What follows belongs to an exercise in optimizing a design on an open flow for small area and a short achievable clock period; a production flow would make more cautious choices. At most, simulation tests tie the RTL to the original design; equivalence was not proved. The RTL of run 1 was laid out without a check of its function. Power and IR drop assume default switching activity.

==> flow/design.v <==
`default_nettype none
package exe_pkg;
   localparam int XLEN          = 32;
   localparam int RF_AWIDTH     = 5;
   localparam int SHAMT_W       = 5;
   localparam int PC_ALIGN_BITS = 2;
   typedef logic [XLEN-1:0]      xlen_t;
   typedef logic [RF_AWIDTH-1:0] reg_addr_t;
   typedef logic [SHAMT_W-1:0]   shamt_t;
   typedef logic [XLEN:0]        cmp_t;
endpackage
`default_nettype wire
`default_nettype none
package exe_ops_pkg;
   localparam int ALU_OP_W = 4;
   localparam int BR_OP_W  = 3;
   typedef enum logic [ALU_OP_W-1:0] {
      ALU_OP_ADD       = 4'd0,
      ALU_OP_SUB       = 4'd1,
      ALU_OP_AND       = 4'd2,
      ALU_OP_OR        = 4'd3,
      ALU_OP_XOR       = 4'd4,
      ALU_OP_SLL       = 4'd5,
      ALU_OP_SRL       = 4'd6,
      ALU_OP_SRA       = 4'd7,
      ALU_OP_COPY_OPR1 = 4'd8,
      ALU_OP_COPY_OPR2 = 4'd9,
      ALU_OP_SLT       = 4'd10,
      ALU_OP_SLTU      = 4'd11
   } alu_op_e;
   typedef enum logic [BR_OP_W-1:0] {
      BR_OP_NONE = 3'd0,
      BR_OP_EQ   = 3'd1,
      BR_OP_NE   = 3'd2,
      BR_OP_LT   = 3'd3,
      BR_OP_GE   = 3'd4,
      BR_OP_LTU  = 3'd5,
      BR_OP_GEU  = 3'd6
   } br_op_e;
   typedef enum logic {
      OPR1_SEL_REG = 1'b0,
      OPR1_SEL_PC  = 1'b1
   } opr1_sel_e;
   typedef enum logic {
      OPR2_SEL_REG = 1'b0,
      OPR2_SEL_IMM = 1'b1
   } opr2_sel_e;
   typedef enum logic {
      CMP_OPR2_SEL_REG = 1'b0,
      CMP_OPR2_SEL_IMM = 1'b1
   } cmp_opr2_sel_e;
endpackage
`default_nettype wire
`timescale 1ns/1ps
`default_nettype none
module exe_operand_select (
   input  exe_pkg::xlen_t                pc_i,
   input  exe_pkg::xlen_t                imm_i,
   input  exe_pkg::xlen_t                rs1_data_i,
   input  exe_pkg::xlen_t                rs2_data_i,
   input  exe_pkg::xlen_t                wrb_rd_data_i,
   input  logic                          fwd_wrb_rs1_i,
   input  logic                          fwd_wrb_rs2_i,
   input  exe_ops_pkg::opr1_sel_e        opr1_sel_i,
   input  exe_ops_pkg::opr2_sel_e        opr2_sel_i,
   input  exe_ops_pkg::cmp_opr2_sel_e    cmp_opr2_sel_i,
   output exe_pkg::xlen_t                opr1_o,
   output exe_pkg::xlen_t                opr2_o,
   output exe_pkg::xlen_t                cmp_opr1_o,
   output exe_pkg::xlen_t                cmp_opr2_o,
   output exe_pkg::xlen_t                rs2_fwd_o
);
   exe_pkg::xlen_t rs1_fwd;
   exe_pkg::xlen_t rs2_fwd;
   assign rs1_fwd = fwd_wrb_rs1_i ? wrb_rd_data_i : rs1_data_i;
   assign rs2_fwd = fwd_wrb_rs2_i ? wrb_rd_data_i : rs2_data_i;
   assign opr1_o = (opr1_sel_i == exe_ops_pkg::OPR1_SEL_PC) ? pc_i : rs1_fwd;
   assign opr2_o = (opr2_sel_i == exe_ops_pkg::OPR2_SEL_IMM) ? imm_i : rs2_fwd;
   assign cmp_opr1_o = rs1_fwd;
   assign cmp_opr2_o = (cmp_opr2_sel_i == exe_ops_pkg::CMP_OPR2_SEL_IMM) ? imm_i : rs2_fwd;
   assign rs2_fwd_o = rs2_fwd;
endmodule
`default_nettype wire
`timescale 1ns/1ps
`default_nettype none
module exe_alu (
   input  exe_pkg::xlen_t         opr1_i,
   input  exe_pkg::xlen_t         opr2_i,
   input  exe_pkg::xlen_t         cmp_opr1_i,
   input  exe_pkg::xlen_t         cmp_opr2_i,
   input  exe_ops_pkg::alu_op_e   alu_op_i,
   input  exe_ops_pkg::br_op_e    br_op_i,
   output exe_pkg::xlen_t         alu_result_o,
   output logic                   branch_taken_o
);
   localparam int XLEN = exe_pkg::XLEN;
   localparam int MSB  = XLEN - 1;
   logic op_add, op_sub, op_and, op_or, op_xor, op_sll, op_srl, op_sra;
   logic op_cp1, op_cp2, op_slt, op_sltu;
   always_comb begin
      op_add  = (alu_op_i == exe_ops_pkg::ALU_OP_ADD);
      op_sub  = (alu_op_i == exe_ops_pkg::ALU_OP_SUB);
      op_and  = (alu_op_i == exe_ops_pkg::ALU_OP_AND);
      op_or   = (alu_op_i == exe_ops_pkg::ALU_OP_OR);
      op_xor  = (alu_op_i == exe_ops_pkg::ALU_OP_XOR);
      op_sll  = (alu_op_i == exe_ops_pkg::ALU_OP_SLL);
      op_srl  = (alu_op_i == exe_ops_pkg::ALU_OP_SRL);
      op_sra  = (alu_op_i == exe_ops_pkg::ALU_OP_SRA);
      op_cp1  = (alu_op_i == exe_ops_pkg::ALU_OP_COPY_OPR1);
      op_cp2  = (alu_op_i == exe_ops_pkg::ALU_OP_COPY_OPR2);
      op_slt  = (alu_op_i == exe_ops_pkg::ALU_OP_SLT);
      op_sltu = (alu_op_i == exe_ops_pkg::ALU_OP_SLTU);
   end
   exe_pkg::xlen_t adder_out;
   assign adder_out = opr1_i + (opr2_i ^ {XLEN{op_sub}}) + exe_pkg::xlen_t'(op_sub);
   exe_pkg::xlen_t opr1_rev;
   exe_pkg::xlen_t sh_in;
   exe_pkg::xlen_t sh_out;
   logic           sh_fill;
   always_comb begin
      for (int i = 0; i < XLEN; i++) opr1_rev[i] = opr1_i[MSB-i];
   end
   assign sh_in   = op_sll ? opr1_rev : opr1_i;
   assign sh_fill = op_sra & opr1_i[MSB];
   assign sh_out  = exe_pkg::xlen_t'($signed({sh_fill, sh_in}) >>> opr2_i[exe_pkg::SHAMT_W-1:0]);
   exe_pkg::xlen_t sh_rev;
   always_comb begin
      for (int i = 0; i < XLEN; i++) sh_rev[i] = sh_out[MSB-i];
   end
   logic cmp_eq, cmp_ltu, cmp_lt;
   assign cmp_eq  = (cmp_opr1_i == cmp_opr2_i);
   assign cmp_ltu = (cmp_opr1_i < cmp_opr2_i);
   assign cmp_lt  = cmp_ltu ^ cmp_opr1_i[MSB] ^ cmp_opr2_i[MSB];
   always_comb begin
      case (br_op_i)
         exe_ops_pkg::BR_OP_EQ:  branch_taken_o = cmp_eq;
         exe_ops_pkg::BR_OP_NE:  branch_taken_o = ~cmp_eq;
         exe_ops_pkg::BR_OP_LT:  branch_taken_o = cmp_lt;
         exe_ops_pkg::BR_OP_GE:  branch_taken_o = ~cmp_lt;
         exe_ops_pkg::BR_OP_LTU: branch_taken_o = cmp_ltu;
         exe_ops_pkg::BR_OP_GEU: branch_taken_o = ~cmp_ltu;
         default:                branch_taken_o = 1'b0;
      endcase
   end
   assign alu_result_o =
        ({XLEN{op_add | op_sub}}  & adder_out)
      | ({XLEN{op_and}}           & (opr1_i & opr2_i))
      | ({XLEN{op_or}}            & (opr1_i | opr2_i))
      | ({XLEN{op_xor}}           & (opr1_i ^ opr2_i))
      | ({XLEN{op_sll}}           & sh_rev)
      | ({XLEN{op_srl | op_sra}}  & sh_out)
      | ({XLEN{op_cp1}}           & opr1_i)
      | ({XLEN{op_cp2}}           & opr2_i)
      | exe_pkg::xlen_t'((op_slt & cmp_lt) | (op_sltu & cmp_ltu));
endmodule
`default_nettype wire
`timescale 1ns/1ps
`default_nettype none
module exe_result_stage (
   input  logic                  clk,
   input  logic                  reset_i,
   input  logic                  valid_i,
   input  exe_pkg::xlen_t        alu_result_i,
   input  exe_pkg::xlen_t        rs2_fwd_i,
   input  exe_pkg::reg_addr_t    rd_addr_i,
   input  logic                  rd_wr_req_i,
   input  logic                  jump_req_i,
   input  logic                  branch_req_i,
   input  logic                  branch_taken_i,
   output logic                  valid_o,
   output exe_pkg::xlen_t        alu_result_o,
   output exe_pkg::xlen_t        store_data_o,
   output exe_pkg::reg_addr_t    rd_addr_o,
   output logic                  rd_wr_req_o,
   output logic                  redirect_o,
   output exe_pkg::xlen_t        pc_new_o
);
   always_ff @(posedge clk) begin
      if (reset_i) begin
         valid_o     <= 1'b0;
         rd_wr_req_o <= 1'b0;
         redirect_o  <= 1'b0;
      end else begin
         valid_o     <= valid_i;
         rd_wr_req_o <= valid_i & rd_wr_req_i;
         redirect_o  <= valid_i & (jump_req_i | (branch_req_i & branch_taken_i));
      end
   end
   always_ff @(posedge clk) begin
      alu_result_o <= alu_result_i;
      store_data_o <= rs2_fwd_i;
      rd_addr_o    <= rd_addr_i;
   end
   assign pc_new_o = {alu_result_o[exe_pkg::XLEN-1:exe_pkg::PC_ALIGN_BITS],
                      {exe_pkg::PC_ALIGN_BITS{1'b0}}};
endmodule
`default_nettype wire
`timescale 1ns/1ps
`default_nettype none
module exe_top (
   input  logic                          clk,
   input  logic                          reset_i,
   input  logic                          valid_i,
   input  exe_pkg::xlen_t                pc_i,
   input  exe_pkg::xlen_t                imm_i,
   input  exe_pkg::xlen_t                rs1_data_i,
   input  exe_pkg::xlen_t                rs2_data_i,
   input  exe_pkg::xlen_t                wrb_rd_data_i,
   input  logic                          fwd_wrb_rs1_i,
   input  logic                          fwd_wrb_rs2_i,
   input  exe_ops_pkg::alu_op_e          alu_op_i,
   input  exe_ops_pkg::br_op_e           br_op_i,
   input  exe_ops_pkg::opr1_sel_e        opr1_sel_i,
   input  exe_ops_pkg::opr2_sel_e        opr2_sel_i,
   input  exe_ops_pkg::cmp_opr2_sel_e    cmp_opr2_sel_i,
   input  logic                          jump_req_i,
   input  logic                          branch_req_i,
   input  exe_pkg::reg_addr_t            rd_addr_i,
   input  logic                          rd_wr_req_i,
   output logic                          valid_o,
   output exe_pkg::xlen_t                alu_result_o,
   output exe_pkg::xlen_t                store_data_o,
   output exe_pkg::reg_addr_t            rd_addr_o,
   output logic                          rd_wr_req_o,
   output logic                          redirect_o,
   output exe_pkg::xlen_t                pc_new_o
);
   exe_pkg::xlen_t rs2_fwd;
   exe_pkg::xlen_t alu_result;
   logic           branch_taken;
   exe_pkg::xlen_t opr1;
   exe_pkg::xlen_t opr2;
   exe_pkg::xlen_t cmp_opr1;
   exe_pkg::xlen_t cmp_opr2;
   exe_operand_select operand_select_i (
      .pc_i           (pc_i),
      .imm_i          (imm_i),
      .rs1_data_i     (rs1_data_i),
      .rs2_data_i     (rs2_data_i),
      .wrb_rd_data_i  (wrb_rd_data_i),
      .fwd_wrb_rs1_i  (fwd_wrb_rs1_i),
      .fwd_wrb_rs2_i  (fwd_wrb_rs2_i),
      .opr1_sel_i     (opr1_sel_i),
      .opr2_sel_i     (opr2_sel_i),
      .cmp_opr2_sel_i (cmp_opr2_sel_i),
      .opr1_o         (opr1),
      .opr2_o         (opr2),
      .cmp_opr1_o     (cmp_opr1),
      .cmp_opr2_o     (cmp_opr2),
      .rs2_fwd_o      (rs2_fwd)
   );
   exe_alu alu_i (
      .opr1_i         (opr1),
      .opr2_i         (opr2),
      .cmp_opr1_i     (cmp_opr1),
      .cmp_opr2_i     (cmp_opr2),
      .alu_op_i       (alu_op_i),
      .br_op_i        (br_op_i),
      .alu_result_o   (alu_result),
      .branch_taken_o (branch_taken)
   );
   exe_result_stage result_stage_i (
      .clk            (clk),
      .reset_i        (reset_i),
      .valid_i        (valid_i),
      .alu_result_i   (alu_result),
      .rs2_fwd_i      (rs2_fwd),
      .rd_addr_i      (rd_addr_i),
      .rd_wr_req_i    (rd_wr_req_i),
      .jump_req_i     (jump_req_i),
      .branch_req_i   (branch_req_i),
      .branch_taken_i (branch_taken),
      .valid_o        (valid_o),
      .alu_result_o   (alu_result_o),
      .store_data_o   (store_data_o),
      .rd_addr_o      (rd_addr_o),
      .rd_wr_req_o    (rd_wr_req_o),
      .redirect_o     (redirect_o),
      .pc_new_o       (pc_new_o)
   );
endmodule
`default_nettype wire
==> flow/flow/run.sh <==
#!/bin/bash
# Standard layout, with the port buffers made from the smallest plain buffer
# instead of the delay buffer buffer_ports would pick on its own.
set -euo pipefail
export BUFFER_PORTS_ARGS="-buffer_cell sky130_fd_sc_hd__buf_1"
bash standard.sh finish > standard_flow.log 2>&1
==> flow/standard.sh <==
#!/bin/bash
# synth_recipe.tcl (not shown) runs the flow's synth.tcl, then flattens the netlist and writes it again
# the make line also repeats each setting of config.mk as NAME=value (left out here)
make -C /OpenROAD-flow-scripts/flow DESIGN_CONFIG=/design/flow/config.mk WORK_HOME=/design/flow/orfs CLKGATE_MAP_FILE= SYNTH_SCRIPT=/design/flow/synth_recipe.tcl "${@:-finish}"
==> flow/config.mk <==
export PLATFORM = sky130hd
export DESIGN_NAME = exe_top
export DESIGN_NICKNAME = exe_top
export VERILOG_FILES = /design/flow/design.v
export SDC_FILE = /design/flow/constraint.sdc
export NUM_CORES = 4
export LEC_CHECK = 0
export ABC_AREA = 1
export CAP_MARGIN = 20
export CORE_MARGIN = 2
export CORE_UTILIZATION = 40
export SLEW_MARGIN = 20
==> flow/constraint.sdc <==
create_clock -name core_clock -period 8.0 [get_ports {clk}]
set_input_delay 1.6000 -clock core_clock [delete_from_list [all_inputs] [get_ports {clk}]]
set_output_delay 1.6000 -clock core_clock [all_outputs]
set_load 0.01 [all_outputs]
==> results of run 1 <==
[layout make-up]
class                   count  area (sq um)
clock inverters             6          67.6
fillers                  3194         15200
well taps                 378           473
repair buffers            301          1190
multi-input cells        1616          8840
diodes                      1          2.50
clock buffers              10           239
inverters                 127           477
flip-flops and latches     72          1440
[metrics by stage]
step	worst slack, ns	hold WS, ns	area [sq um]	util	cells
finish	2.73	1.32	12700	0.456	2511
global route	2.37	1.32	12700	0.456	2510
CTS	2.77	1.32	12700	0.456	2510
detailed placement	2.43	1.70	12400	0.445	2494
global placement	2.51	1.69	12400	0.445	2494
floorplan	3.78	1.63	11400	-	1940
[power groups by stage]
stage | logic [uW] | clock network (uW) | registers, uW
floorplan | 699 | 0 | 448
global placement | 1040 | 0 | 429
detailed placement | 1040 | 0 | 430
CTS | 1050 | 448 | 422
global route | 1180 | 463 | 426
finish | 1080 | 444 | 421
[sequential cells by signal, indices dropped and copies added, names as in the netlist]
name	flops
result_stage_i.alu_result_o	32
result_stage_i.redirect_o	1
result_stage_i.rd_addr_o	5
result_stage_i.store_data_o	32
result_stage_i.valid_o	1
result_stage_i.rd_wr_req_o	1
[placed cells by master, fill, tap and decap left out, types with 6 or more instances in the layout]
master,instances
sky130_fd_sc_hd__nor2_1,76
sky130_fd_sc_hd__clkbuf_16,9
sky130_fd_sc_hd__a22o_1,6
sky130_fd_sc_hd__buf_1,284
sky130_fd_sc_hd__nand3_1,480
sky130_fd_sc_hd__o21ai_0,107
sky130_fd_sc_hd__or2_2,37
sky130_fd_sc_hd__a221oi_1,19
sky130_fd_sc_hd__nand2_1,505
sky130_fd_sc_hd__buf_4,17
sky130_fd_sc_hd__o22ai_1,8
sky130_fd_sc_hd__dfxtp_1,72
sky130_fd_sc_hd__a21oi_1,94
sky130_fd_sc_hd__o21ai_1,9
sky130_fd_sc_hd__nor3_1,12
sky130_fd_sc_hd__inv_2,11
sky130_fd_sc_hd__ha_1,126
sky130_fd_sc_hd__inv_1,116
sky130_fd_sc_hd__o21bai_1,8
sky130_fd_sc_hd__xor2_1,32
sky130_fd_sc_hd__o21ai_2,9
sky130_fd_sc_hd__nand4_1,30
[cells by family after synthesis]
logic type	count (synthesis)	share of synthesized area
and+or+nand+nor	1156	0.453
AOI/OAI and AO/OA	297	0.155
buffers and inverters	252	0.0997
adders and majority gates	127	0.140
DFF	72	0.126
xor gates and xnor gates	34	0.0261
other	1	0.000329
[how the worst max path moves through the flow]
stage	start	endpoint	slack (ns)	cells after the start
finish	fwd_wrb_rs2_i	result_stage_i.alu_result_o[20]	2.73	21
detailed placement	fwd_wrb_rs2_i	result_stage_i.alu_result_o[20]	2.43	21
floorplan	fwd_wrb_rs2_i	result_stage_i.alu_result_o[24]	3.78	21
global route	fwd_wrb_rs2_i	result_stage_i.alu_result_o[20]	2.37	21
global placement	fwd_wrb_rs2_i	result_stage_i.alu_result_o[20]	2.51	21
CTS	fwd_wrb_rs2_i	result_stage_i.alu_result_o[20]	2.77	21
[cells in the mapped netlist, drive strengths merged, types with 6 or more instances]
master | n | area, sq um
o21ai | 127 | 692
nand4 | 30 | 188
nand2 | 508 | 1910
o21bai | 8 | 60.1
nor3 | 12 | 60.1
a22o | 6 | 52.6
ha | 126 | 1580
buf | 84 | 508
xor2 | 32 | 280
dfxtp | 72 | 1440
nor2 | 79 | 307
a21oi | 94 | 470
inv | 127 | 477
a221oi | 19 | 166
nand3 | 480 | 2400
clkbuf | 41 | 154
or2 | 39 | 244
o22ai | 8 | 50.1
[critical path, delay by kind of cell]
family | cells | cell delay [ns]
buffers and inverters | 5 | 0.99
adder cells (fa/ha/maj) | 1 | 0.48
AND/OR/NAND/NOR | 13 | 2.19
AO/OA/AOI/OAI | 2 | 0.23
[routing by layer]
layer	GRT usage	vias up
li1	-	7011
met5	0	-
met1	0.441	6856
met3	0.0563	148
met4	0.179	0
met2	0.568	796
==> impl_metrics.yaml, run 1 <==
status:
  outcome: "timing/DRC/antenna clean"
detailed_routing:
  drc: 0
  drt.antenna.violating_nets: 0
  vias_per_cell: 5.90
  wl_met1_mm: 21.7
  first_iter_violations: 1897
  wl_met2_mm: 24.5
  routed_wl_mm: 53.9
  wl_per_cell_um: 21.5
  met3RoutedLength_mm: 4.53
  detail_route.first_pass.iterations: 6
  highest_layer: "met4"
  vias: 14800
synth:
  synth_enable_flop_cells: 0
  ys_ff_latch: 72
  asr_flop_ratio_synth: 0
  synth_area_sq_mm: 0.0114
  synth_cells: 1939
  synth-seq-area-share: 0.126
  post_synth.cell_area_avg_sq_um: 5.89
  yosysUniqueCellTypes: 49
  yosys_warns: 2
  ys_dominant_reg_cell: "sky130_fd_sc_hd__dfxtp_1"
power:
  cellLeakagePower_uw: 0.00606
  sequentialPowerShare: 0.217
  internal_power_uw: 982
  power.share.clock: 0.229
  combinational_group_share_of_total_power: 0.554
  p_per_area_mw_per_mm2: 152
  switching_share: 0.494
  peakVddDrop_mv: 0.0921
  fin_total_pwr_uw: 1940
  power.net_switching_uw: 960
timing:
  max_slew_margin: 0.280
  setup_repair_after_global_routing_missed_its_margin: "false"
  fin_crit_ns: 5.27
  worst-slew-pin-transition_ns: 1.05
  setup_viol: 0
  finalMaxSlewViolations: 0
  min_period_over_period: 0.659
  max_clock_freq_mhz: 190
  fin_tns_setup_ns: 0
  report.final.hold_viol_count: 0
grt:
  globalRoute.totalOverflow: 0
  pin_count_of_the_biggest_net_entering_global_routing: 65
  grt_pass1_vias: 13500
  antenna_found_initial: 0
  global_route.usage.total: 0.348
  grt_first_pass_wirelength_mm: 79.7
cts:
  cts.clk_slew.worst_paths_ns: 0.06
  holdBufCountCts: 0
  number_of_buffers_created_by_cts: 9
  ctsResizeCount: 0
  cts.sink_count: 72
  post_cts.repair.setup_buffers: 0
  clockBufferDepth: 2
  cts_tree: "done"
  cts.root.buffer_cell: "sky130_fd_sc_hd__clkbuf_16"
  cts.htree.levels: 3
die:
  fp-row-count: 61
  fp.dieArea_sq_mm: 0.0299
  initial_utilization: 0.409
  chipWidth_um: 173
  ioPinCount: 287
  chipHeight_um: 173
  fp.coreArea_sq_mm: 0.0279
place:
  hpwlAfterDp_mm: 43.9
  routabilityCongestion: 0.994
  io_buffer_count: 284
worst_setup_path:
  critPathArrivalTime_ns: 5.51
  worstPathMaxFanout: 35
  critical_path_cell_by_cell: "buf_1, buf_4, inv_2, nand2_1, nand2_2, nand2_1, nand2_2, nand2_1, and2_1, fa_1, inv_1, o31ai_1, nand3_1, nand2_1, nand2_1, o21ai_0, or2_2, nand3_1, nand2_1, inv_1, nand3_1"
  critical_path.max_stage_delay_ns: 0.55
  worst_ep_required_time_ns: 8.24
  worstSetupEndpointType: "flip-flop"
  timing_worst_setup_path_type: "primary input to flip-flop"
  worst_setup_path_start_kind: "primary input"
  critPathMostFrequentCell: "sky130_fd_sc_hd__nand2_1"
  critical-path-slowest-cell: "sky130_fd_sc_hd__nand2_2"
hold_path:
  worstHoldEndpoint: "result_stage_i.rd_addr_o[4]"
  holdCritPathClass: "primary input to flip-flop"
  hold_path_startpoint: "rd_addr_i[4]"
  holdPathStages: 1
final_layout:
  drive_above_1_share: 0.0464
  area_growth_synth_to_finish_pct: 11.6
  final_nets: 2437
run:
  maxCapViolations: 0
==> inputs of run 2 (changes only) <==
--- a/flow/design.v
+++ b/flow/design.v
@@ -111,11 +111,286 @@
       op_slt  = (alu_op_i == exe_ops_pkg::ALU_OP_SLT);
       op_sltu = (alu_op_i == exe_ops_pkg::ALU_OP_SLTU);
    end
-   exe_pkg::xlen_t adder_out;
-   assign adder_out = opr1_i + (opr2_i ^ {XLEN{op_sub}}) + exe_pkg::xlen_t'(op_sub);
+   exe_pkg::xlen_t add_b, add_g, add_p, add_c, adder_out;
+   logic [135-1:0] pg_g, pg_p;
+   assign add_b = opr2_i ^ {XLEN{op_sub}};
+   assign add_g = opr1_i & add_b;
+   assign add_p = opr1_i ^ add_b;
+   assign pg_g[0] = add_g[0] | (add_p[0] & op_sub);
+   assign pg_g[1] = add_g[1] | (add_p[1] & add_g[0]);
+   assign pg_p[1] = add_p[1] & add_p[0];
+   assign pg_g[2] = add_g[2] | (add_p[2] & add_g[1]);
+   assign pg_p[2] = add_p[2] & add_p[1];
+   assign pg_g[3] = add_g[3] | (add_p[3] & add_g[2]);
+   assign pg_p[3] = add_p[3] & add_p[2];
+   assign pg_g[4] = add_g[4] | (add_p[4] & add_g[3]);
+   assign pg_p[4] = add_p[4] & add_p[3];
+   assign pg_g[5] = add_g[5] | (add_p[5] & add_g[4]);
+   assign pg_p[5] = add_p[5] & add_p[4];
+   assign pg_g[6] = add_g[6] | (add_p[6] & add_g[5]);
+   assign pg_p[6] = add_p[6] & add_p[5];
+   assign pg_g[7] = add_g[7] | (add_p[7] & add_g[6]);
+   assign pg_p[7] = add_p[7] & add_p[6];
+   assign pg_g[8] = add_g[8] | (add_p[8] & add_g[7]);
+   assign pg_p[8] = add_p[8] & add_p[7];
+   assign pg_g[9] = add_g[9] | (add_p[9] & add_g[8]);
+   assign pg_p[9] = add_p[9] & add_p[8];
+   assign pg_g[10] = add_g[10] | (add_p[10] & add_g[9]);
+   assign pg_p[10] = add_p[10] & add_p[9];
+   assign pg_g[11] = add_g[11] | (add_p[11] & add_g[10]);
+   assign pg_p[11] = add_p[11] & add_p[10];
+   assign pg_g[12] = add_g[12] | (add_p[12] & add_g[11]);
+   assign pg_p[12] = add_p[12] & add_p[11];
+   assign pg_g[13] = add_g[13] | (add_p[13] & add_g[12]);
+   assign pg_p[13] = add_p[13] & add_p[12];
+   assign pg_g[14] = add_g[14] | (add_p[14] & add_g[13]);
+   assign pg_p[14] = add_p[14] & add_p[13];
+   assign pg_g[15] = add_g[15] | (add_p[15] & add_g[14]);
+   assign pg_p[15] = add_p[15] & add_p[14];
+   assign pg_g[16] = add_g[16] | (add_p[16] & add_g[15]);
+   assign pg_p[16] = add_p[16] & add_p[15];
+   assign pg_g[17] = add_g[17] | (add_p[17] & add_g[16]);
+   assign pg_p[17] = add_p[17] & add_p[16];
+   assign pg_g[18] = add_g[18] | (add_p[18] & add_g[17]);
+   assign pg_p[18] = add_p[18] & add_p[17];
+   assign pg_g[19] = add_g[19] | (add_p[19] & add_g[18]);
+   assign pg_p[19] = add_p[19] & add_p[18];
+   assign pg_g[20] = add_g[20] | (add_p[20] & add_g[19]);
+   assign pg_p[20] = add_p[20] & add_p[19];
+   assign pg_g[21] = add_g[21] | (add_p[21] & add_g[20]);
+   assign pg_p[21] = add_p[21] & add_p[20];
+   assign pg_g[22] = add_g[22] | (add_p[22] & add_g[21]);
+   assign pg_p[22] = add_p[22] & add_p[21];
+   assign pg_g[23] = add_g[23] | (add_p[23] & add_g[22]);
+   assign pg_p[23] = add_p[23] & add_p[22];
+   assign pg_g[24] = add_g[24] | (add_p[24] & add_g[23]);
+   assign pg_p[24] = add_p[24] & add_p[23];
+   assign pg_g[25] = add_g[25] | (add_p[25] & add_g[24]);
+   assign pg_p[25] = add_p[25] & add_p[24];
+   assign pg_g[26] = add_g[26] | (add_p[26] & add_g[25]);
+   assign pg_p[26] = add_p[26] & add_p[25];
+   assign pg_g[27] = add_g[27] | (add_p[27] & add_g[26]);
+   assign pg_p[27] = add_p[27] & add_p[26];
+   assign pg_g[28] = add_g[28] | (add_p[28] & add_g[27]);
+   assign pg_p[28] = add_p[28] & add_p[27];
+   assign pg_g[29] = add_g[29] | (add_p[29] & add_g[28]);
+   assign pg_p[29] = add_p[29] & add_p[28];
+   assign pg_g[30] = add_g[30] | (add_p[30] & add_g[29]);
+   assign pg_p[30] = add_p[30] & add_p[29];
+   assign pg_g[31] = add_g[31] | (add_p[31] & add_g[30]);
+   assign pg_p[31] = add_p[31] & add_p[30];
+   assign pg_g[32] = pg_g[1] | (pg_p[1] & op_sub);
+   assign pg_g[33] = pg_g[2] | (pg_p[2] & pg_g[0]);
+   assign pg_g[34] = pg_g[3] | (pg_p[3] & pg_g[1]);
+   assign pg_p[34] = pg_p[3] & pg_p[1];
+   assign pg_g[35] = pg_g[4] | (pg_p[4] & pg_g[2]);
+   assign pg_p[35] = pg_p[4] & pg_p[2];
+   assign pg_g[36] = pg_g[5] | (pg_p[5] & pg_g[3]);
+   assign pg_p[36] = pg_p[5] & pg_p[3];
+   assign pg_g[37] = pg_g[6] | (pg_p[6] & pg_g[4]);
+   assign pg_p[37] = pg_p[6] & pg_p[4];
+   assign pg_g[38] = pg_g[7] | (pg_p[7] & pg_g[5]);
+   assign pg_p[38] = pg_p[7] & pg_p[5];
+   assign pg_g[39] = pg_g[8] | (pg_p[8] & pg_g[6]);
+   assign pg_p[39] = pg_p[8] & pg_p[6];
+   assign pg_g[40] = pg_g[9] | (pg_p[9] & pg_g[7]);
+   assign pg_p[40] = pg_p[9] & pg_p[7];
+   assign pg_g[41] = pg_g[10] | (pg_p[10] & pg_g[8]);
+   assign pg_p[41] = pg_p[10] & pg_p[8];
+   assign pg_g[42] = pg_g[11] | (pg_p[11] & pg_g[9]);
+   assign pg_p[42] = pg_p[11] & pg_p[9];
+   assign pg_g[43] = pg_g[12] | (pg_p[12] & pg_g[10]);
+   assign pg_p[43] = pg_p[12] & pg_p[10];
+   assign pg_g[44] = pg_g[13] | (pg_p[13] & pg_g[11]);
+   assign pg_p[44] = pg_p[13] & pg_p[11];
+   assign pg_g[45] = pg_g[14] | (pg_p[14] & pg_g[12]);
+   assign pg_p[45] = pg_p[14] & pg_p[12];
+   assign pg_g[46] = pg_g[15] | (pg_p[15] & pg_g[13]);
+   assign pg_p[46] = pg_p[15] & pg_p[13];
+   assign pg_g[47] = pg_g[16] | (pg_p[16] & pg_g[14]);
+   assign pg_p[47] = pg_p[16] & pg_p[14];
+   assign pg_g[48] = pg_g[17] | (pg_p[17] & pg_g[15]);
+   assign pg_p[48] = pg_p[17] & pg_p[15];
+   assign pg_g[49] = pg_g[18] | (pg_p[18] & pg_g[16]);
+   assign pg_p[49] = pg_p[18] & pg_p[16];
+   assign pg_g[50] = pg_g[19] | (pg_p[19] & pg_g[17]);
+   assign pg_p[50] = pg_p[19] & pg_p[17];
+   assign pg_g[51] = pg_g[20] | (pg_p[20] & pg_g[18]);
+   assign pg_p[51] = pg_p[20] & pg_p[18];
+   assign pg_g[52] = pg_g[21] | (pg_p[21] & pg_g[19]);
+   assign pg_p[52] = pg_p[21] & pg_p[19];
+   assign pg_g[53] = pg_g[22] | (pg_p[22] & pg_g[20]);
+   assign pg_p[53] = pg_p[22] & pg_p[20];
+   assign pg_g[54] = pg_g[23] | (pg_p[23] & pg_g[21]);
+   assign pg_p[54] = pg_p[23] & pg_p[21];
+   assign pg_g[55] = pg_g[24] | (pg_p[24] & pg_g[22]);
+   assign pg_p[55] = pg_p[24] & pg_p[22];
+   assign pg_g[56] = pg_g[25] | (pg_p[25] & pg_g[23]);
+   assign pg_p[56] = pg_p[25] & pg_p[23];
+   assign pg_g[57] = pg_g[26] | (pg_p[26] & pg_g[24]);
+   assign pg_p[57] = pg_p[26] & pg_p[24];
+   assign pg_g[58] = pg_g[27] | (pg_p[27] & pg_g[25]);
+   assign pg_p[58] = pg_p[27] & pg_p[25];
+   assign pg_g[59] = pg_g[28] | (pg_p[28] & pg_g[26]);
+   assign pg_p[59] = pg_p[28] & pg_p[26];
+   assign pg_g[60] = pg_g[29] | (pg_p[29] & pg_g[27]);
+   assign pg_p[60] = pg_p[29] & pg_p[27];
+   assign pg_g[61] = pg_g[30] | (pg_p[30] & pg_g[28]);
+   assign pg_p[61] = pg_p[30] & pg_p[28];
+   assign pg_g[62] = pg_g[31] | (pg_p[31] & pg_g[29]);
+   assign pg_p[62] = pg_p[31] & pg_p[29];
+   assign pg_g[63] = pg_g[34] | (pg_p[34] & op_sub);
+   assign pg_g[64] = pg_g[35] | (pg_p[35] & pg_g[0]);
+   assign pg_g[65] = pg_g[36] | (pg_p[36] & pg_g[32]);
+   assign pg_g[66] = pg_g[37] | (pg_p[37] & pg_g[33]);
+   assign pg_g[67] = pg_g[38] | (pg_p[38] & pg_g[34]);
+   assign pg_p[67] = pg_p[38] & pg_p[34];
+   assign pg_g[68] = pg_g[39] | (pg_p[39] & pg_g[35]);
+   assign pg_p[68] = pg_p[39] & pg_p[35];
+   assign pg_g[69] = pg_g[40] | (pg_p[40] & pg_g[36]);
+   assign pg_p[69] = pg_p[40] & pg_p[36];
+   assign pg_g[70] = pg_g[41] | (pg_p[41] & pg_g[37]);
+   assign pg_p[70] = pg_p[41] & pg_p[37];
+   assign pg_g[71] = pg_g[42] | (pg_p[42] & pg_g[38]);
+   assign pg_p[71] = pg_p[42] & pg_p[38];
+   assign pg_g[72] = pg_g[43] | (pg_p[43] & pg_g[39]);
+   assign pg_p[72] = pg_p[43] & pg_p[39];
+   assign pg_g[73] = pg_g[44] | (pg_p[44] & pg_g[40]);
+   assign pg_p[73] = pg_p[44] & pg_p[40];
+   assign pg_g[74] = pg_g[45] | (pg_p[45] & pg_g[41]);
+   assign pg_p[74] = pg_p[45] & pg_p[41];
+   assign pg_g[75] = pg_g[46] | (pg_p[46] & pg_g[42]);
+   assign pg_p[75] = pg_p[46] & pg_p[42];
+   assign pg_g[76] = pg_g[47] | (pg_p[47] & pg_g[43]);
+   assign pg_p[76] = pg_p[47] & pg_p[43];
+   assign pg_g[77] = pg_g[48] | (pg_p[48] & pg_g[44]);
+   assign pg_p[77] = pg_p[48] & pg_p[44];
+   assign pg_g[78] = pg_g[49] | (pg_p[49] & pg_g[45]);
+   assign pg_p[78] = pg_p[49] & pg_p[45];
+   assign pg_g[79] = pg_g[50] | (pg_p[50] & pg_g[46]);
+   assign pg_p[79] = pg_p[50] & pg_p[46];
+   assign pg_g[80] = pg_g[51] | (pg_p[51] & pg_g[47]);
+   assign pg_p[80] = pg_p[51] & pg_p[47];
+   assign pg_g[81] = pg_g[52] | (pg_p[52] & pg_g[48]);
+   assign pg_p[81] = pg_p[52] & pg_p[48];
+   assign pg_g[82] = pg_g[53] | (pg_p[53] & pg_g[49]);
+   assign pg_p[82] = pg_p[53] & pg_p[49];
+   assign pg_g[83] = pg_g[54] | (pg_p[54] & pg_g[50]);
+   assign pg_p[83] = pg_p[54] & pg_p[50];
+   assign pg_g[84] = pg_g[55] | (pg_p[55] & pg_g[51]);
+   assign pg_p[84] = pg_p[55] & pg_p[51];
+   assign pg_g[85] = pg_g[56] | (pg_p[56] & pg_g[52]);
+   assign pg_p[85] = pg_p[56] & pg_p[52];
+   assign pg_g[86] = pg_g[57] | (pg_p[57] & pg_g[53]);
+   assign pg_p[86] = pg_p[57] & pg_p[53];
+   assign pg_g[87] = pg_g[58] | (pg_p[58] & pg_g[54]);
+   assign pg_p[87] = pg_p[58] & pg_p[54];
+   assign pg_g[88] = pg_g[59] | (pg_p[59] & pg_g[55]);
+   assign pg_p[88] = pg_p[59] & pg_p[55];
+   assign pg_g[89] = pg_g[60] | (pg_p[60] & pg_g[56]);
+   assign pg_p[89] = pg_p[60] & pg_p[56];
+   assign pg_g[90] = pg_g[61] | (pg_p[61] & pg_g[57]);
+   assign pg_p[90] = pg_p[61] & pg_p[57];
+   assign pg_g[91] = pg_g[62] | (pg_p[62] & pg_g[58]);
+   assign pg_p[91] = pg_p[62] & pg_p[58];
+   assign pg_g[92] = pg_g[67] | (pg_p[67] & op_sub);
+   assign pg_g[93] = pg_g[68] | (pg_p[68] & pg_g[0]);
+   assign pg_g[94] = pg_g[69] | (pg_p[69] & pg_g[32]);
+   assign pg_g[95] = pg_g[70] | (pg_p[70] & pg_g[33]);
+   assign pg_g[96] = pg_g[71] | (pg_p[71] & pg_g[63]);
+   assign pg_g[97] = pg_g[72] | (pg_p[72] & pg_g[64]);
+   assign pg_g[98] = pg_g[73] | (pg_p[73] & pg_g[65]);
+   assign pg_g[99] = pg_g[74] | (pg_p[74] & pg_g[66]);
+   assign pg_g[100] = pg_g[75] | (pg_p[75] & pg_g[67]);
+   assign pg_p[100] = pg_p[75] & pg_p[67];
+   assign pg_g[101] = pg_g[76] | (pg_p[76] & pg_g[68]);
+   assign pg_p[101] = pg_p[76] & pg_p[68];
+   assign pg_g[102] = pg_g[77] | (pg_p[77] & pg_g[69]);
+   assign pg_p[102] = pg_p[77] & pg_p[69];
+   assign pg_g[103] = pg_g[78] | (pg_p[78] & pg_g[70]);
+   assign pg_p[103] = pg_p[78] & pg_p[70];
+   assign pg_g[104] = pg_g[79] | (pg_p[79] & pg_g[71]);
+   assign pg_p[104] = pg_p[79] & pg_p[71];
+   assign pg_g[105] = pg_g[80] | (pg_p[80] & pg_g[72]);
+   assign pg_p[105] = pg_p[80] & pg_p[72];
+   assign pg_g[106] = pg_g[81] | (pg_p[81] & pg_g[73]);
+   assign pg_p[106] = pg_p[81] & pg_p[73];
+   assign pg_g[107] = pg_g[82] | (pg_p[82] & pg_g[74]);
+   assign pg_p[107] = pg_p[82] & pg_p[74];
+   assign pg_g[108] = pg_g[83] | (pg_p[83] & pg_g[75]);
+   assign pg_p[108] = pg_p[83] & pg_p[75];
+   assign pg_g[109] = pg_g[84] | (pg_p[84] & pg_g[76]);
+   assign pg_p[109] = pg_p[84] & pg_p[76];
+   assign pg_g[110] = pg_g[85] | (pg_p[85] & pg_g[77]);
+   assign pg_p[110] = pg_p[85] & pg_p[77];
+   assign pg_g[111] = pg_g[86] | (pg_p[86] & pg_g[78]);
+   assign pg_p[111] = pg_p[86] & pg_p[78];
+   assign pg_g[112] = pg_g[87] | (pg_p[87] & pg_g[79]);
+   assign pg_p[112] = pg_p[87] & pg_p[79];
+   assign pg_g[113] = pg_g[88] | (pg_p[88] & pg_g[80]);
+   assign pg_p[113] = pg_p[88] & pg_p[80];
+   assign pg_g[114] = pg_g[89] | (pg_p[89] & pg_g[81]);
+   assign pg_p[114] = pg_p[89] & pg_p[81];
+   assign pg_g[115] = pg_g[90] | (pg_p[90] & pg_g[82]);
+   assign pg_p[115] = pg_p[90] & pg_p[82];
+   assign pg_g[116] = pg_g[91] | (pg_p[91] & pg_g[83]);
+   assign pg_p[116] = pg_p[91] & pg_p[83];
+   assign pg_g[117] = pg_g[100] | (pg_p[100] & op_sub);
+   assign pg_g[118] = pg_g[101] | (pg_p[101] & pg_g[0]);
+   assign pg_g[119] = pg_g[102] | (pg_p[102] & pg_g[32]);
+   assign pg_g[120] = pg_g[103] | (pg_p[103] & pg_g[33]);
+   assign pg_g[121] = pg_g[104] | (pg_p[104] & pg_g[63]);
+   assign pg_g[122] = pg_g[105] | (pg_p[105] & pg_g[64]);
+   assign pg_g[123] = pg_g[106] | (pg_p[106] & pg_g[65]);
+   assign pg_g[124] = pg_g[107] | (pg_p[107] & pg_g[66]);
+   assign pg_g[125] = pg_g[108] | (pg_p[108] & pg_g[92]);
+   assign pg_g[126] = pg_g[109] | (pg_p[109] & pg_g[93]);
+   assign pg_g[127] = pg_g[110] | (pg_p[110] & pg_g[94]);
+   assign pg_g[128] = pg_g[111] | (pg_p[111] & pg_g[95]);
+   assign pg_g[129] = pg_g[112] | (pg_p[112] & pg_g[96]);
+   assign pg_g[130] = pg_g[113] | (pg_p[113] & pg_g[97]);
+   assign pg_g[131] = pg_g[114] | (pg_p[114] & pg_g[98]);
+   assign pg_g[132] = pg_g[115] | (pg_p[115] & pg_g[99]);
+   assign pg_g[133] = pg_g[116] | (pg_p[116] & pg_g[100]);
+   assign pg_p[133] = pg_p[116] & pg_p[100];
+   assign pg_g[134] = pg_g[133] | (pg_p[133] & op_sub);
+   assign add_c[0] = op_sub;
+   assign add_c[1] = pg_g[0];
+   assign add_c[2] = pg_g[32];
+   assign add_c[3] = pg_g[33];
+   assign add_c[4] = pg_g[63];
+   assign add_c[5] = pg_g[64];
+   assign add_c[6] = pg_g[65];
+   assign add_c[7] = pg_g[66];
+   assign add_c[8] = pg_g[92];
+   assign add_c[9] = pg_g[93];
+   assign add_c[10] = pg_g[94];
+   assign add_c[11] = pg_g[95];
+   assign add_c[12] = pg_g[96];
+   assign add_c[13] = pg_g[97];
+   assign add_c[14] = pg_g[98];
+   assign add_c[15] = pg_g[99];
+   assign add_c[16] = pg_g[117];
+   assign add_c[17] = pg_g[118];
+   assign add_c[18] = pg_g[119];
+   assign add_c[19] = pg_g[120];
+   assign add_c[20] = pg_g[121];
+   assign add_c[21] = pg_g[122];
+   assign add_c[22] = pg_g[123];
+   assign add_c[23] = pg_g[124];
+   assign add_c[24] = pg_g[125];
+   assign add_c[25] = pg_g[126];
+   assign add_c[26] = pg_g[127];
+   assign add_c[27] = pg_g[128];
+   assign add_c[28] = pg_g[129];
+   assign add_c[29] = pg_g[130];
+   assign add_c[30] = pg_g[131];
+   assign add_c[31] = pg_g[132];
+   assign adder_out = add_p ^ add_c;
    exe_pkg::xlen_t opr1_rev;
    exe_pkg::xlen_t sh_in;
    exe_pkg::xlen_t sh_out;
+   exe_pkg::xlen_t sh_rev;
    logic           sh_fill;
    always_comb begin
       for (int i = 0; i < XLEN; i++) opr1_rev[i] = opr1_i[MSB-i];
@@ -123,13 +398,23 @@
    assign sh_in   = op_sll ? opr1_rev : opr1_i;
    assign sh_fill = op_sra & opr1_i[MSB];
    assign sh_out  = exe_pkg::xlen_t'($signed({sh_fill, sh_in}) >>> opr2_i[exe_pkg::SHAMT_W-1:0]);
-   exe_pkg::xlen_t sh_rev;
    always_comb begin
       for (int i = 0; i < XLEN; i++) sh_rev[i] = sh_out[MSB-i];
    end
+   logic [2*XLEN-2:0] ct_lt, ct_eq;
    logic cmp_eq, cmp_ltu, cmp_lt;
-   assign cmp_eq  = (cmp_opr1_i == cmp_opr2_i);
-   assign cmp_ltu = (cmp_opr1_i < cmp_opr2_i);
+   always_comb begin
+      for (int i = 0; i < XLEN; i++) begin
+         ct_lt[XLEN-1+i] = ~cmp_opr1_i[MSB-i] & cmp_opr2_i[MSB-i];
+         ct_eq[XLEN-1+i] = ~(cmp_opr1_i[MSB-i] ^ cmp_opr2_i[MSB-i]);
+      end
+      for (int k = XLEN-2; k >= 0; k--) begin
+         ct_lt[k] = ct_lt[2*k+1] | (ct_eq[2*k+1] & ct_lt[2*k+2]);
+         ct_eq[k] = ct_eq[2*k+1] & ct_eq[2*k+2];
+      end
+   end
+   assign cmp_eq  = ct_eq[0];
+   assign cmp_ltu = ct_lt[0];
    assign cmp_lt  = cmp_ltu ^ cmp_opr1_i[MSB] ^ cmp_opr2_i[MSB];
    always_comb begin
       case (br_op_i)
@@ -144,9 +429,8 @@
    end
    assign alu_result_o =
         ({XLEN{op_add | op_sub}}  & adder_out)
-      | ({XLEN{op_and}}           & (opr1_i & opr2_i))
-      | ({XLEN{op_or}}            & (opr1_i | opr2_i))
-      | ({XLEN{op_xor}}           & (opr1_i ^ opr2_i))
+      | ({XLEN{op_and | op_or}}   & add_g)
+      | ({XLEN{op_xor | op_or}}   & add_p)
       | ({XLEN{op_sll}}           & sh_rev)
       | ({XLEN{op_srl | op_sra}}  & sh_out)
       | ({XLEN{op_cp1}}           & opr1_i)
--- a/flow/config.mk
+++ b/flow/config.mk
@@ -9,4 +9,5 @@
 export CAP_MARGIN = 20
 export CORE_MARGIN = 2
 export CORE_UTILIZATION = 40
+export SETUP_SLACK_MARGIN = 4
 export SLEW_MARGIN = 20
==> impl_metrics.yaml, run 2 <==
synth:
  synthMostInstantiatedCell: "sky130_fd_sc_hd__nand2_1"
  muxShareOfSynthArea: 0
  yosys_warns: 2
  synth_area_sq_mm: 0.0106
  synth-compound-area-share: 0.168
  synth_enable_flop_cells: 0
  ys_dominant_reg_cell: "sky130_fd_sc_hd__dfxtp_1"
  synthAdderAreaFrac: 0.0758
  netlist.area_leader.share: 0.194
  yosysTopAreaCell: "sky130_fd_sc_hd__nand3_1"
  yosysUniqueCellTypes: 51
  post_synthesis_share_of_cell_area_spent_on_and_or_nand_and_nor_gates: 0.483
  post_synth.cell_area_avg_sq_um: 5.77
  post_synth_main_area_contributors: "sky130_fd_sc_hd__nand3_1 (19%), sky130_fd_sc_hd__nand2_1 (16%), sky130_fd_sc_hd__dfxtp_1 (14%), sky130_fd_sc_hd__ha_1 (7.6%), sky130_fd_sc_hd__o21ai_0 (6.2%)"
  synthTopCellsByCount: "sky130_fd_sc_hd__nand2_1 (452), sky130_fd_sc_hd__nand3_1 (410), sky130_fd_sc_hd__o21ai_0 (131), sky130_fd_sc_hd__inv_1 (113), sky130_fd_sc_hd__a21oi_1 (96)"
  asr_flop_ratio_synth: 0
  ys_ff_latch: 72
  synthXorXnorAreaFrac: 0.0282
  dominant_combinational_cell_family_by_area_after_synthesis: "simple AND/OR/NAND/NOR gates"
  synth-seq-area-share: 0.136
  synth_cells: 1830
worst_setup_path:
  worstPathMaxFanout: 17
  critical_path_cell_by_cell: "buf_6, buf_12, buf_4, nand2_1, nand2_2, nand2_4, nand2_8, nand2_1, nand2_1, ha_1, nand2_1, nor2_1, nand3_1, nand2_2, nand2_2, a21oi_1, a21oi_1, o21ai_1, nand4_1"
  cp_num_buf_inv: 3
  worstSetupStartpoint: "fwd_wrb_rs2_i"
  critPathArrivalTime_ns: 4.18
  critical-path-slowest-cell: "sky130_fd_sc_hd__ha_1"
  critical-path-top-delay-family: "simple AND/OR/NAND/NOR gates"
  worst_setup_path_start_kind: "primary input"
  critical_path.max_stage_delay_ns: 0.35
  worstSetupEndpointType: "flip-flop"
  critPathMostFrequentCell: "sky130_fd_sc_hd__nand2_1"
  timing_worst_setup_path_type: "primary input to flip-flop"
  worst_ep_required_time_ns: 8.21
timing:
  max_slew_margin: 0.436
  max_clock_freq_mhz: 252
  setup_viol: 0
  fin_crit_ns: 3.98
  report.final.hold_viol_count: 0
  setup_repair_after_global_routing_missed_its_margin: "true"
  finalMaxSlewViolations: 0
  fin_tns_setup_ns: 0
  min_period_over_period: 0.497
  final_critical_path_setup_slack_ns: 4.02
  worst-slew-pin-transition_ns: 0.847
final_layout:
  most_common_cell_after_layout_fill_and_taps_aside: "sky130_fd_sc_hd__nand2_1"
  final_nets: 2321
  area_of_the_multi_input_gates_sq_mm: 0.00926
  area_growth_synth_to_finish_pct: 31.8
  biggest_registers_after_layout: "result_stage_i.alu_result_o (32), result_stage_i.store_data_o (32), result_stage_i.rd_addr_o (5)"
  fillerInstances: 2703
  drive_above_1_share: 0.202
  antennaDiodeCount: 0
  regArea_sq_mm: 0.00144
  final_cell_mix: "sky130_fd_sc_hd__nand2_1 (412), sky130_fd_sc_hd__nand3_1 (397), sky130_fd_sc_hd__buf_1 (278)"
  final_cells: 2414
grt:
  grt_pass1_vias: 12800
  pin_count_of_the_biggest_net_entering_global_routing: 66
  global_route.usage.total: 0.375
  grt_first_pass_wirelength_mm: 78.6
  globalRoute.totalOverflow: 0
  antenna_found_initial: 1
cts:
  cts.sink_count: 72
  clockBufferDepth: 2
  cts.clk_slew.worst_paths_ns: 0.08
  cts.root.buffer_cell: "sky130_fd_sc_hd__clkbuf_16"
  number_of_buffers_created_by_cts: 9
  cts.htree.levels: 3
  cts_tree: "done"
detailed_routing:
  wl_met1_mm: 22.8
  wl_per_cell_um: 23.4
  routed_wl_mm: 56.5
  wl_met2_mm: 24.8
  vias: 14400
  drt.antenna.violating_nets: 0
  detail_route.first_pass.iterations: 6
  highest_layer: "met4"
  first_iter_violations: 1809
  drc: 0
  met3RoutedLength_mm: 5.56
  vias_per_cell: 5.95
die:
  chipHeight_um: 166
  fp-row-count: 59
  ioPinCount: 287
  fp.dieArea_sq_mm: 0.0277
  initial_utilization: 0.406
  chipWidth_um: 166
  fp.coreArea_sq_mm: 0.0260
place:
  dp_worst_setup_slack_ns: 2.51
  io_buffer_count: 284
  routabilityCongestion: 1.01
  hpwlAfterDp_mm: 43.3
  dpl.cell_count: 2345
run:
  maxCapViolations: 0
power:
  peakVddDrop_mv: 0.0768
  cellLeakagePower_uw: 0.00585
  p_per_area_mw_per_mm2: 161
status:
  outcome: "timing/DRC/antenna clean"
hold_path:
  hold_path_startpoint: "rd_addr_i[2]"
  holdCritPathClass: "primary input to flip-flop"
==> run 2: cell types whose count changed after synthesis, moves of 19 or more <==
cell                      delta
sky130_fd_sc_hd__nand3_1    -70
sky130_fd_sc_hd__ha_1       -62
sky130_fd_sc_hd__nand2_1    -54
sky130_fd_sc_hd__and2_1     +38
sky130_fd_sc_hd__o21ai_0    +24
sky130_fd_sc_hd__or2_2      +19
==> run 2: kinds of logic (layout without fill, tap and decap cells) <==
family | count (synthesis) | count (layout)
buffers and inverters | 245 | 491
AO/OA/AOI/OAI | 307 | 308
flip-flops | 72 | 72
XOR/XNOR | 34 | 34
other | 1 | 2
AND/OR/NAND/NOR | 1107 | 1108
adder cells (fa/ha/maj) | 64 | 64
==> run 2: path summary, 6_finish.rpt <==
path                                     endpoint  slack (ns)  depth (start not counted)
setup / recovery  result_stage_i.alu_result_o[16]        4.02                         19
hold / removal        result_stage_i.rd_addr_o[2]        1.33                          1
==> run 2: final cells by class <==
| class | instances | share of cell area |
|---|---|---|
| timing repair inverter | 2 | 0.00144 |
| multi-input combinational | 1516 | 0.666 |
| inverter | 124 | 0.0371 |
| sequential | 72 | 0.104 |
| timing repair buffer | 349 | 0.137 |
| tap | 335 | 0.0301 |
| clock buffer | 9 | 0.0162 |
| clock inverter | 7 | 0.00899 |
==> run 2: routing by layer <==
layer,GRT usage,vias to the layer above
met4,0.183,0
met2,0.594,902
met1,0.491,6578
met5,0,-
met3,0.0703,161
li1,-,6717
==> run 2: per-stage QoR <==
step	area (sq um)	hold slack (ns)	power, uW	utilization
floorplan	10700	1.63	1150	-
global placement	11600	1.69	1460	0.447
detailed placement	11600	1.69	1460	0.447
CTS	12700	1.32	2060	0.490
global route	13900	1.33	2350	0.535
finish	13900	1.33	2240	0.535
==> run 2: what timing repair did <==
action | 4_1_cts | 5_1_grt
pin swaps | 19 | 51
setup buffers | 20 | 21
gates cloned | 6 | 6
setup endpoints to repair | 33 | 29
resized for setup | 133 | 235
hold buffers | 0 | 0
==> run 2: where the power goes <==
part / leakage (uW) / switching (uW) / total (uW) / internal (uW)
clock network: 0.000171 / 198 / 507 / 309
registers: 0.000604 / 20.7 / 424 / 403
logic: 0.00508 / 839 / 1310 / 468
total: 0.00585 / 1060 / 2240 / 1180
==> inputs of run 3 (changes only) <==
--- a/flow/config.mk
+++ b/flow/config.mk
@@ -11,3 +11,4 @@
 export CORE_UTILIZATION = 40
 export SETUP_SLACK_MARGIN = 4
 export SLEW_MARGIN = 20
+export TNS_END_PERCENT = 0
==> impl_metrics.yaml, run 3 <==
status:
  outcome: "timing/DRC/antenna clean"
power:
  fin_total_pwr_uw: 2150
  cellLeakagePower_uw: 0.00578
  p_per_area_mw_per_mm2: 157
  power.share.clock: 0.208
  sequentialPowerShare: 0.198
  peakVddDrop_mv: 0.0826
  power.net_switching_uw: 1050
  internal_power_uw: 1100
  combinational_group_share_of_total_power: 0.594
  switching_share: 0.487
synth:
  ys_ff_latch: 72
  synth_area_sq_mm: 0.0106
  synth_enable_flop_cells: 0
  synthTopCellsByCount: "sky130_fd_sc_hd__nand2_1 (452), sky130_fd_sc_hd__nand3_1 (410), sky130_fd_sc_hd__o21ai_0 (131), sky130_fd_sc_hd__inv_1 (113), sky130_fd_sc_hd__a21oi_1 (96)"
  post_synth_main_area_contributors: "sky130_fd_sc_hd__nand3_1 (19%), sky130_fd_sc_hd__nand2_1 (16%), sky130_fd_sc_hd__dfxtp_1 (14%), sky130_fd_sc_hd__ha_1 (7.6%), sky130_fd_sc_hd__o21ai_0 (6.2%)"
  synthMostInstantiatedCell: "sky130_fd_sc_hd__nand2_1"
  asr_flop_ratio_synth: 0
  post_synth.cell_area_avg_sq_um: 5.77
  netlist.area_leader.share: 0.194
  synth-seq-area-share: 0.136
  yosysUniqueCellTypes: 51
  synth_cells: 1830
  yosys_warns: 2
  yosysTopAreaCell: "sky130_fd_sc_hd__nand3_1"
  ys_dominant_reg_cell: "sky130_fd_sc_hd__dfxtp_1"
timing:
  worst-slew-pin-transition_ns: 0.888
  fin_crit_ns: 4.06
  max_clock_freq_mhz: 246
  max_slew_margin: 0.408
  report.final.hold_viol_count: 0
  setup_repair_after_global_routing_missed_its_margin: "true"
  setup_viol: 0
  min_period_over_period: 0.507
  fin_tns_setup_ns: 0
  finalMaxSlewViolations: 0
final_layout:
  drive_above_1_share: 0.187
  final_cell_mix: "sky130_fd_sc_hd__nand2_1 (417), sky130_fd_sc_hd__nand3_1 (401), sky130_fd_sc_hd__buf_1 (279)"
  area_of_the_multi_input_gates_sq_mm: 0.00912
  fillerInstances: 2742
  biggest_registers_after_layout: "result_stage_i.alu_result_o (32), result_stage_i.store_data_o (32), result_stage_i.rd_addr_o (5)"
  antennaDiodeCount: 0
  most_common_cell_after_layout_fill_and_taps_aside: "sky130_fd_sc_hd__nand2_1"
  final_nets: 2321
  regArea_sq_mm: 0.00144
  area_growth_synth_to_finish_pct: 29.8
detailed_routing:
  routed_wl_mm: 55.2
  first_iter_violations: 2371
  drt.antenna.violating_nets: 0
  detail_route.first_pass.iterations: 7
  wl_per_cell_um: 22.9
  drc: 0
  vias_per_cell: 6.14
  vias: 14800
worst_setup_path:
  critPathArrivalTime_ns: 4.27
  worstPathMaxFanout: 11
  worst_setup_path_start_kind: "primary input"
  worstSetupEndpointType: "flip-flop"
  timing_worst_setup_path_type: "primary input to flip-flop"
  worst_ep_required_time_ns: 8.22
hold_path:
  holdPathStages: 1
  holdCritPathClass: "primary input to flip-flop"
  hold_path_startpoint: "rd_addr_i[3]"
  worstHoldEndpoint: "result_stage_i.rd_addr_o[3]"
grt:
  grt_first_pass_wirelength_mm: 76.9
  grt_pass1_vias: 13000
  globalRoute.totalOverflow: 0
  global_route.usage.total: 0.363
  antenna_found_initial: 0
  pin_count_of_the_biggest_net_entering_global_routing: 66
die:
  chipHeight_um: 166
  ioPinCount: 287
  fp.coreArea_sq_mm: 0.0260
  initial_utilization: 0.406
  chipWidth_um: 166
  fp.dieArea_sq_mm: 0.0277
  fp-row-count: 59
place:
  hpwlAfterDp_mm: 41.1
  io_buffer_count: 284
  routabilityCongestion: 1.03
cts:
  cts.htree.levels: 3
  number_of_buffers_created_by_cts: 9
  holdBufCountCts: 0
  cts.sink_count: 72
  cts.root.buffer_cell: "sky130_fd_sc_hd__clkbuf_16"
  cts_tree: "done"
  cts.clk_slew.worst_paths_ns: 0.08
  clockBufferDepth: 2
run:
  maxCapViolations: 0
-- run 3: cell counts after synthesis --
Identical to the previous run, type by type.
-- run 3: how the worst max path moves through the flow --
stage	from	endpoint	slack, ns	cells after the start
floorplan	fwd_wrb_rs2_i	result_stage_i.alu_result_o[13]	3.93	19
global placement	fwd_wrb_rs2_i	result_stage_i.alu_result_o[24]	2.79	16
detailed placement	fwd_wrb_rs2_i	result_stage_i.alu_result_o[24]	2.70	16
CTS	fwd_wrb_rs2_i	result_stage_i.alu_result_o[13]	3.94	19
global route	alu_op_i[3]	result_stage_i.alu_result_o[29]	3.85	19
finish	fwd_wrb_rs1_i	result_stage_i.alu_result_o[24]	3.94	17
-- run 3: per-stage QoR --
step / area [sq um] / utilization / worst slack [ns] / std cells / hold slack, ns
global route: 13700 / 0.527 / 3.85 / 2414 / 1.32
finish: 13700 / 0.527 / 3.94 / 2414 / 1.32
detailed placement: 11600 / 0.446 / 2.70 / 2344 / 1.70
floorplan: 10700 / - / 3.93 / 1831 / 1.63
CTS: 12500 / 0.479 / 3.94 / 2383 / 1.32
global placement: 11600 / 0.446 / 2.79 / 2344 / 1.69
-- run 3: layout make-up --
type                    instances  share of cell area
well taps                     335              0.0306
repair inverters                2             0.00146
clock buffers                   9              0.0164
clock inverters                 7             0.00566
multi-input cells            1517               0.665
inverters                     124              0.0376
flip-flops and latches         72               0.105
repair buffers                348               0.138
-- run 3: power groups by stage --
stage / clock [uW] / combinational (uW) / sequential (uW)
2_1_floorplan: 0 / 692 / 451
3_3_place_gp: 0 / 1000 / 434
3_5_place_dp: 0 / 1000 / 434
4_1_cts: 451 / 1080 / 426
5_1_grt: 465 / 1360 / 430
6_report: 447 / 1270 / 425
-- run 3: per-layer routing --
metal	share of wire	vias up	global-route usage
li1	-	6731	-
met2	0.43	1032	0.556
met1	0.38	6819	0.474
met5	0	-	0
met3	0.11	235	0.0608
met4	0.075	0	0.228
-- run 3: repair_timing --
| action | 4_1_cts | 5_1_grt |
|---|---|---|
| gates resized for setup | 96 | 254 |
| gates cloned | 6 | 8 |
| setup buffers | 17 | 23 |
| pin swaps | 19 | 45 |
| setup endpoints to repair | 33 | 29 |
-- run 3: logic make-up after synthesis --
group,Yosys count,share of synthesized area
and+or+nand+nor,1107,0.483
buffers and inverters,245,0.108
DFF,72,0.136
AOI/OAI and AO/OA,307,0.168
xor gates and xnor gates,34,0.0282
other,1,0.000355
adders and majority gates,64,0.0758
-- run 3: worst max-delay path, stage by stage --
cell and delay (ns):
sky130_fd_sc_hd__clkbuf_2 0.16, sky130_fd_sc_hd__buf_12 0.19, sky130_fd_sc_hd__buf_12 0.14, sky130_fd_sc_hd__nand2_1 0.07, sky130_fd_sc_hd__nand3_1 0.23, sky130_fd_sc_hd__nand2_1 0.15
sky130_fd_sc_hd__inv_1 0.15, sky130_fd_sc_hd__ha_4 0.35, sky130_fd_sc_hd__nand2_1 0.14, sky130_fd_sc_hd__nor2_4 0.15, sky130_fd_sc_hd__nand2_1 0.12, sky130_fd_sc_hd__nor4_1 0.18
sky130_fd_sc_hd__nand2_1 0.12, sky130_fd_sc_hd__o211ai_1 0.16, sky130_fd_sc_hd__a21oi_1 0.13, sky130_fd_sc_hd__o21ai_2 0.11, sky130_fd_sc_hd__nand4_1 0.12

-- static timing again, ports no longer ideal --
How much do the figures lean on ideal ports? The routed layouts below were timed once more, with nothing changed but the port constraints. Step 1, drivers: a clkbuf_16 drives clk and a buf_2 each remaining input, both assumed. Step 2 times the ports against the registers' clock, not the clock port: input delays grow and output delays shrink by t, the midpoint of the rising clock arrivals with the driver on. a / b / c = ideal ports / drivers / drivers and shift; a / b = the first two.
| run | t (ns) | setup slack, ns | worst setup path after step 2 |
|---|---|---|---|
| run 1 | 0.417 | 2.731 / 2.764 / 2.347 | input to register |
| run 2 | 0.401 | 4.024 / 4.043 / 3.641 | input to register |
| run 3 | 0.410 | 3.942 / 3.974 / 3.564 | input to register |
After both steps every run listed still meets setup and hold. For run 1, which loses most, drivers alone change the setup slack by +0.033 ns; drivers and shift together by -0.384 ns.
